Context: an optimization exercise on an open-source flow, tuned for a short achievable clock period. The choices shown serve that exercise and are no tape-out recipe.
Only simulation tests tie the RTL to the original design; equivalence was not proved.
Power is estimated from default activity; no workload was simulated.

==> lagoon: inputs <==
Design icmp_echo_reply_parser, start of the top module:
module icmp_echo_reply_parser (
    input  logic                                i_clk,
    input  logic                                i_rst_n,
    input  logic                                i_valid,
    output logic                                o_ready,
    input  icmp_pkg::t_in                       i_data,
    output logic                                o_valid,
    input  logic                                i_ready,
    output icmp_pkg::t_out                      o_data,
    input  logic                                i_cfg_we,
    input  logic [icmp_pkg::CFG_IDX_W-1:0]      i_cfg_idx,
    input  logic [icmp_pkg::CFG_DATA_W-1:0]     i_cfg_data
);
Settings: LEC_CHECK=0, CAP_MARGIN=20, CORE_MARGIN=2, CORE_UTILIZATION=40, SETUP_SLACK_MARGIN=3.9, SLEW_MARGIN=20; clock period 6.0 ns.
run.sh (not shown) runs the stock make flow with config.mk's settings and CLKGATE_MAP_FILE= SYNTH_SCRIPT=/design/flow/synth_recipe.tcl, a recipe that flattens the netlist after the stock synthesis.
==> garnet (differences from lagoon) <==
--- a/flow/design.v
+++ b/flow/design.v
@@ -72,56 +72,114 @@
         logic [31:0]      send_sec;
         logic [31:0]      send_usec;
         logic [31:0]      recv_sec;
         logic [19:0]      recv_usec;
     } t_job;
 endpackage
+module icmp_blk_pre #(
+    parameter int W = 32,
+    parameter int B = 4
+) (
+    input  logic [W-1:0]   i_p,
+    input  logic [W-1:0]   i_g,
+    output logic [W-1:0]   o_s0,
+    output logic [W-1:0]   o_s1,
+    output logic [W/B-1:0] o_bg,
+    output logic [W/B-1:0] o_bp
+);
+    always_comb begin
+        for (int j = 0; j < W / B; j++) begin
+            for (int i = j * B; i <= (j + 1) * B; i++) begin
+                logic c0, pa;
+                c0 = 1'b0;
+                pa = 1'b1;
+                for (int m = i - 1; m >= j * B; m--) begin
+                    c0 = c0 | (pa & i_g[m]);
+                    pa = pa & i_p[m];
+                end
+                if (i < (j + 1) * B) begin
+                    o_s0[i] = i_p[i] ^ c0;
+                    o_s1[i] = i_p[i] ^ (c0 | pa);
+                end else begin
+                    o_bg[j] = c0;
+                    o_bp[j] = c0 | pa;
+                end
+            end
+        end
+    end
+endmodule
+module icmp_blk_sum #(
+    parameter int W = 32,
+    parameter int B = 4
+) (
+    input  logic [W-1:0]   i_s0,
+    input  logic [W-1:0]   i_s1,
+    input  logic [W/B-1:0] i_bg,
+    input  logic [W/B-1:0] i_bp,
+    input  logic           i_c,
+    output logic [W-1:0]   o_s,
+    output logic           o_c
+);
+    localparam int N = W / B;
+    logic [N-1:0] gg, pp;
+    logic [N:0]   cin;
+    icmp_prefix #(.W(N)) u_pfx (.i_p(i_bp), .i_g(i_bg), .o_g(gg), .o_p(pp));
+    always_comb begin
+        cin[0] = i_c;
+        for (int j = 1; j <= N; j++) cin[j] = gg[j-1] | (pp[j-1] & i_c);
+        for (int j = 0; j < N; j++) begin
+            o_s[j*B +: B] = cin[j] ? i_s1[j*B +: B] : i_s0[j*B +: B];
+        end
+        o_c = cin[N];
+    end
+endmodule
 module icmp_rtt (
-    input  logic [31:0] i_sp,
-    input  logic [31:0] i_sg,
-    input  logic [19:0] i_dp,
-    input  logic [19:0] i_dg,
-    input  logic [19:0] i_ep,
-    input  logic [19:0] i_eg,
+    input  logic [31:0] i_s_s0,
+    input  logic [31:0] i_s_s1,
+    input  logic [7:0]  i_s_bg,
+    input  logic [7:0]  i_s_bp,
+    input  logic [19:0] i_d_s0,
+    input  logic [19:0] i_d_s1,
+    input  logic [4:0]  i_d_bg,
+    input  logic [4:0]  i_d_bp,
+    input  logic [19:0] i_e_s0,
+    input  logic [19:0] i_e_s1,
+    input  logic [4:0]  i_e_bg,
+    input  logic [4:0]  i_e_bp,
     input  logic        i_hb,
     input  logic        i_nn,
     output logic [31:0] o_sec,
     output logic [19:0] o_usec
 );
-    logic [31:0] s_gg, s_pp;
-    logic [19:0] d_gg, d_pp;
-    logic [19:0] e_gg, e_pp;
+    logic        d_co, e_co, s_co;
     logic        borrow;
     logic [19:0] d_sum, e_sum;
-    icmp_prefix #(.W(32)) u_s (.i_p(i_sp), .i_g(i_sg), .o_g(s_gg), .o_p(s_pp));
-    icmp_prefix #(.W(20)) u_d (.i_p(i_dp), .i_g(i_dg), .o_g(d_gg), .o_p(d_pp));
-    icmp_prefix #(.W(20)) u_e (.i_p(i_ep), .i_g(i_eg), .o_g(e_gg), .o_p(e_pp));
-    always_comb begin
-        borrow = i_hb || (i_nn && !(d_gg[19] || d_pp[19]));
-        o_sec[0] = i_sp[0] ^ !borrow;
-        for (int i = 1; i < 32; i++) begin
-            o_sec[i] = i_sp[i] ^ (s_gg[i-1] || (s_pp[i-1] && !borrow));
-        end
-        d_sum[0] = !i_dp[0];
-        e_sum[0] = i_ep[0];
-        for (int i = 1; i < 20; i++) begin
-            d_sum[i] = i_dp[i] ^ (d_gg[i-1] || d_pp[i-1]);
-            e_sum[i] = i_ep[i] ^ e_gg[i-1];
-        end
-        o_usec = borrow ? e_sum : d_sum;
-    end
+    icmp_blk_sum #(.W(20)) u_d (
+        .i_s0(i_d_s0), .i_s1(i_d_s1), .i_bg(i_d_bg), .i_bp(i_d_bp),
+        .i_c(1'b1), .o_s(d_sum), .o_c(d_co)
+    );
+    icmp_blk_sum #(.W(20)) u_e (
+        .i_s0(i_e_s0), .i_s1(i_e_s1), .i_bg(i_e_bg), .i_bp(i_e_bp),
+        .i_c(1'b0), .o_s(e_sum), .o_c(e_co)
+    );
+    assign borrow = i_hb || (i_nn && !d_co);
+    icmp_blk_sum #(.W(32)) u_s (
+        .i_s0(i_s_s0), .i_s1(i_s_s1), .i_bg(i_s_bg), .i_bp(i_s_bp),
+        .i_c(!borrow), .o_s(o_sec), .o_c(s_co)
+    );
+    assign o_usec = borrow ? e_sum : d_sum;
 endmodule
 module icmp_prefix #(
     parameter int W = 32
 ) (
     input  logic [W-1:0] i_p,
     input  logic [W-1:0] i_g,
     output logic [W-1:0] o_g,
     output logic [W-1:0] o_p
 );
-    localparam int L = $clog2(W);
+    localparam int L = (W > 1) ? $clog2(W) : 1;
     logic [W-1:0] g [L+1];
     logic [W-1:0] p [L+1];
     assign g[0] = i_g;
     assign p[0] = i_p;
     for (genvar l = 0; l < L; l++) begin : g_lvl
         for (genvar i = 0; i < W; i++) begin : g_bit
@@ -303,25 +361,44 @@
         x_ep = e_s ^ {e_c[18:0], 1'b0};
         x_eg = e_s & {e_c[18:0], 1'b0};
         su_top = d_su[31:24];
         x_nn   = !su_top[7];
         x_hb   = x_nn && ((|su_top[6:0]) || (|a_su[23:20]));
     end
+    logic [31:0] x_s_s0, x_s_s1;
+    logic [7:0]  x_s_bg, x_s_bp;
+    logic [19:0] x_d_s0, x_d_s1, x_e_s0, x_e_s1;
+    logic [4:0]  x_d_bg, x_d_bp, x_e_bg, x_e_bp;
+    icmp_blk_pre #(.W(32)) u_pre_s (
+        .i_p(x_sp), .i_g(x_sg), .o_s0(x_s_s0), .o_s1(x_s_s1), .o_bg(x_s_bg), .o_bp(x_s_bp)
+    );
+    icmp_blk_pre #(.W(20)) u_pre_d (
+        .i_p(x_dp), .i_g(x_dg), .o_s0(x_d_s0), .o_s1(x_d_s1), .o_bg(x_d_bg), .o_bp(x_d_bp)
+    );
+    icmp_blk_pre #(.W(20)) u_pre_e (
+        .i_p(x_ep), .i_g(x_eg), .o_s0(x_e_s0), .o_s1(x_e_s1), .o_bg(x_e_bg), .o_bp(x_e_bp)
+    );
     logic [1:0]  s_kind [NS];
     logic [10:0] s_ilen [NS];
     logic [7:0]  s_type [NS];
     logic [7:0]  s_code [NS];
     logic [15:0] s_seq  [NS];
     logic [7:0]  s_ttl  [NS];
     logic        s_echo [NS];
-    logic [31:0] s_sp   [NS];
-    logic [31:0] s_sg   [NS];
-    logic [19:0] s_dp   [NS];
-    logic [19:0] s_dg   [NS];
-    logic [19:0] s_ep   [NS];
-    logic [19:0] s_eg   [NS];
+    logic [31:0] s_s_s0 [NS];
+    logic [31:0] s_s_s1 [NS];
+    logic [7:0]  s_s_bg [NS];
+    logic [7:0]  s_s_bp [NS];
+    logic [19:0] s_d_s0 [NS];
+    logic [19:0] s_d_s1 [NS];
+    logic [4:0]  s_d_bg [NS];
+    logic [4:0]  s_d_bp [NS];
+    logic [19:0] s_e_s0 [NS];
+    logic [19:0] s_e_s1 [NS];
+    logic [4:0]  s_e_bg [NS];
+    logic [4:0]  s_e_bp [NS];
     logic        s_hb   [NS];
     logic        s_nn   [NS];
     logic [31:0] rtt_sec  [NS];
     logic [19:0] rtt_usec [NS];
     for (genvar k = 0; k < NS; k++) begin : g_slot
         always_ff @(posedge i_clk) begin
@@ -331,29 +408,41 @@
                 s_ilen[k] <= c_keep ? r_ilen : 11'd0;
                 s_type[k] <= c_keep ? a_type : 8'd0;
                 s_code[k] <= c_keep ? a_code : 8'd0;
                 s_seq[k]  <= c_echo ? a_seq : 16'd0;
                 s_ttl[k]  <= c_echo ? a_ttl : 8'd0;
                 s_echo[k] <= c_echo;
-                s_sp[k]   <= x_sp;
-                s_sg[k]   <= x_sg;
-                s_dp[k]   <= x_dp;
-                s_dg[k]   <= x_dg;
-                s_ep[k]   <= x_ep;
-                s_eg[k]   <= x_eg;
+                s_s_s0[k] <= x_s_s0;
+                s_s_s1[k] <= x_s_s1;
+                s_s_bg[k] <= x_s_bg;
+                s_s_bp[k] <= x_s_bp;
+                s_d_s0[k] <= x_d_s0;
+                s_d_s1[k] <= x_d_s1;
+                s_d_bg[k] <= x_d_bg;
+                s_d_bp[k] <= x_d_bp;
+                s_e_s0[k] <= x_e_s0;
+                s_e_s1[k] <= x_e_s1;
+                s_e_bg[k] <= x_e_bg;
+                s_e_bp[k] <= x_e_bp;
                 s_hb[k]   <= x_hb;
                 s_nn[k]   <= x_nn;
             end
         end
         icmp_rtt u_rtt (
-            .i_sp   (s_sp[k]),
-            .i_sg   (s_sg[k]),
-            .i_dp   (s_dp[k]),
-            .i_dg   (s_dg[k]),
-            .i_ep   (s_ep[k]),
-            .i_eg   (s_eg[k]),
+            .i_s_s0 (s_s_s0[k]),
+            .i_s_s1 (s_s_s1[k]),
+            .i_s_bg (s_s_bg[k]),
+            .i_s_bp (s_s_bp[k]),
+            .i_d_s0 (s_d_s0[k]),
+            .i_d_s1 (s_d_s1[k]),
+            .i_d_bg (s_d_bg[k]),
+            .i_d_bp (s_d_bp[k]),
+            .i_e_s0 (s_e_s0[k]),
+            .i_e_s1 (s_e_s1[k]),
+            .i_e_bg (s_e_bg[k]),
+            .i_e_bp (s_e_bp[k]),
             .i_hb   (s_hb[k]),
             .i_nn   (s_nn[k]),
             .o_sec  (rtt_sec[k]),
             .o_usec (rtt_usec[k])
         );
     end
==> comparison table <==
Sequential cell area: garnet 33800 µm²; lagoon 30900 µm²
Global-route wire length before repair: garnet 178000 µm; lagoon 192000 µm
Count of buffering cells on the critical path with inverters included: garnet 1; lagoon 2
Vert. Die Dim: garnet 344 µm; lagoon 342 µm
Mapped cell area: garnet 46200 µm²; lagoon 45700 µm²
Worst endpoint required time: garnet 4.80 ns; lagoon 6.66 ns
Maximum clock frequency: garnet 412 MHz; lagoon 311 MHz
P_comb: garnet 1.41 mW; lagoon 1.33 mW
Status: garnet finished clean; lagoon finished clean
Number of diodes: garnet 1; lagoon 0
Total CTS buffers: garnet 120; lagoon 111
Final critical-path required period: garnet 2.43 ns; lagoon 3.21 ns
Buffering overhead: garnet 7.22%; lagoon 7.75%
Synthesized-area fraction occupied by adder cells: garnet 3.67%; lagoon 2.55%
M2 GR Usage: garnet 34.5%; lagoon 35.2%
Placement-stage cell area: garnet 51400 µm²; lagoon 50500 µm²
Number of vias in the routed layout: garnet 26800; lagoon 30600
Slack of the worst reg-to-reg path: garnet 3.59 ns; lagoon 2.79 ns
Summed area of non-filler cells in the final layout: garnet 59900 µm²; lagoon 58500 µm²
Worst-Margin Slew: garnet 1.25 ns; lagoon 0.899 ns
Net Count, Synth: garnet 3169; lagoon 3663
Dpl cells: garnet 4595; lagoon 5121
Largest fanout on the critical path: garnet 1; lagoon 5
Number of enable flip-flop cells after synthesis: garnet 1011; lagoon 915
Total number of clock tree sinks: garnet 1171; lagoon 1075

==> re-timing with driven ports <==
No port has a modelled driver above. Below, the same layouts with a new extraction and two added sets of constraints.
Step 1 (the two cells are an assumption about what drives the block):
set clk [get_ports {i_clk}]
set_driving_cell -lib_cell sky130_fd_sc_hd__clkbuf_16 $clk
set_driving_cell -lib_cell sky130_fd_sc_hd__buf_2 [delete_from_list [all_inputs] $clk]
Step 2 adds t to the input delays and takes it off the output delays; t is the mean of the earliest and latest rising clock arrival at the registers after step 1. Input paths then give back, and output paths get back, about the clock's delay inside the block.
a / b / c = ideal ports / drivers / drivers and shift; a / b = the first two.
run | t, ns | setup WS [ns] | worst register clock-pin slew, ns | worst slew at a driven data input, ns
lagoon | 0.782 | 2.789 / 2.789 / 2.732 | 0.07 / 0.07 | 0.16
garnet | 0.781 | 3.574 / 3.499 / 2.934 | 0.07 / 0.07 | 0.13
After both steps every run listed still meets setup and hold. For garnet, which loses most, drivers alone change the setup slack by -0.075 ns; drivers and shift together by -0.640 ns.
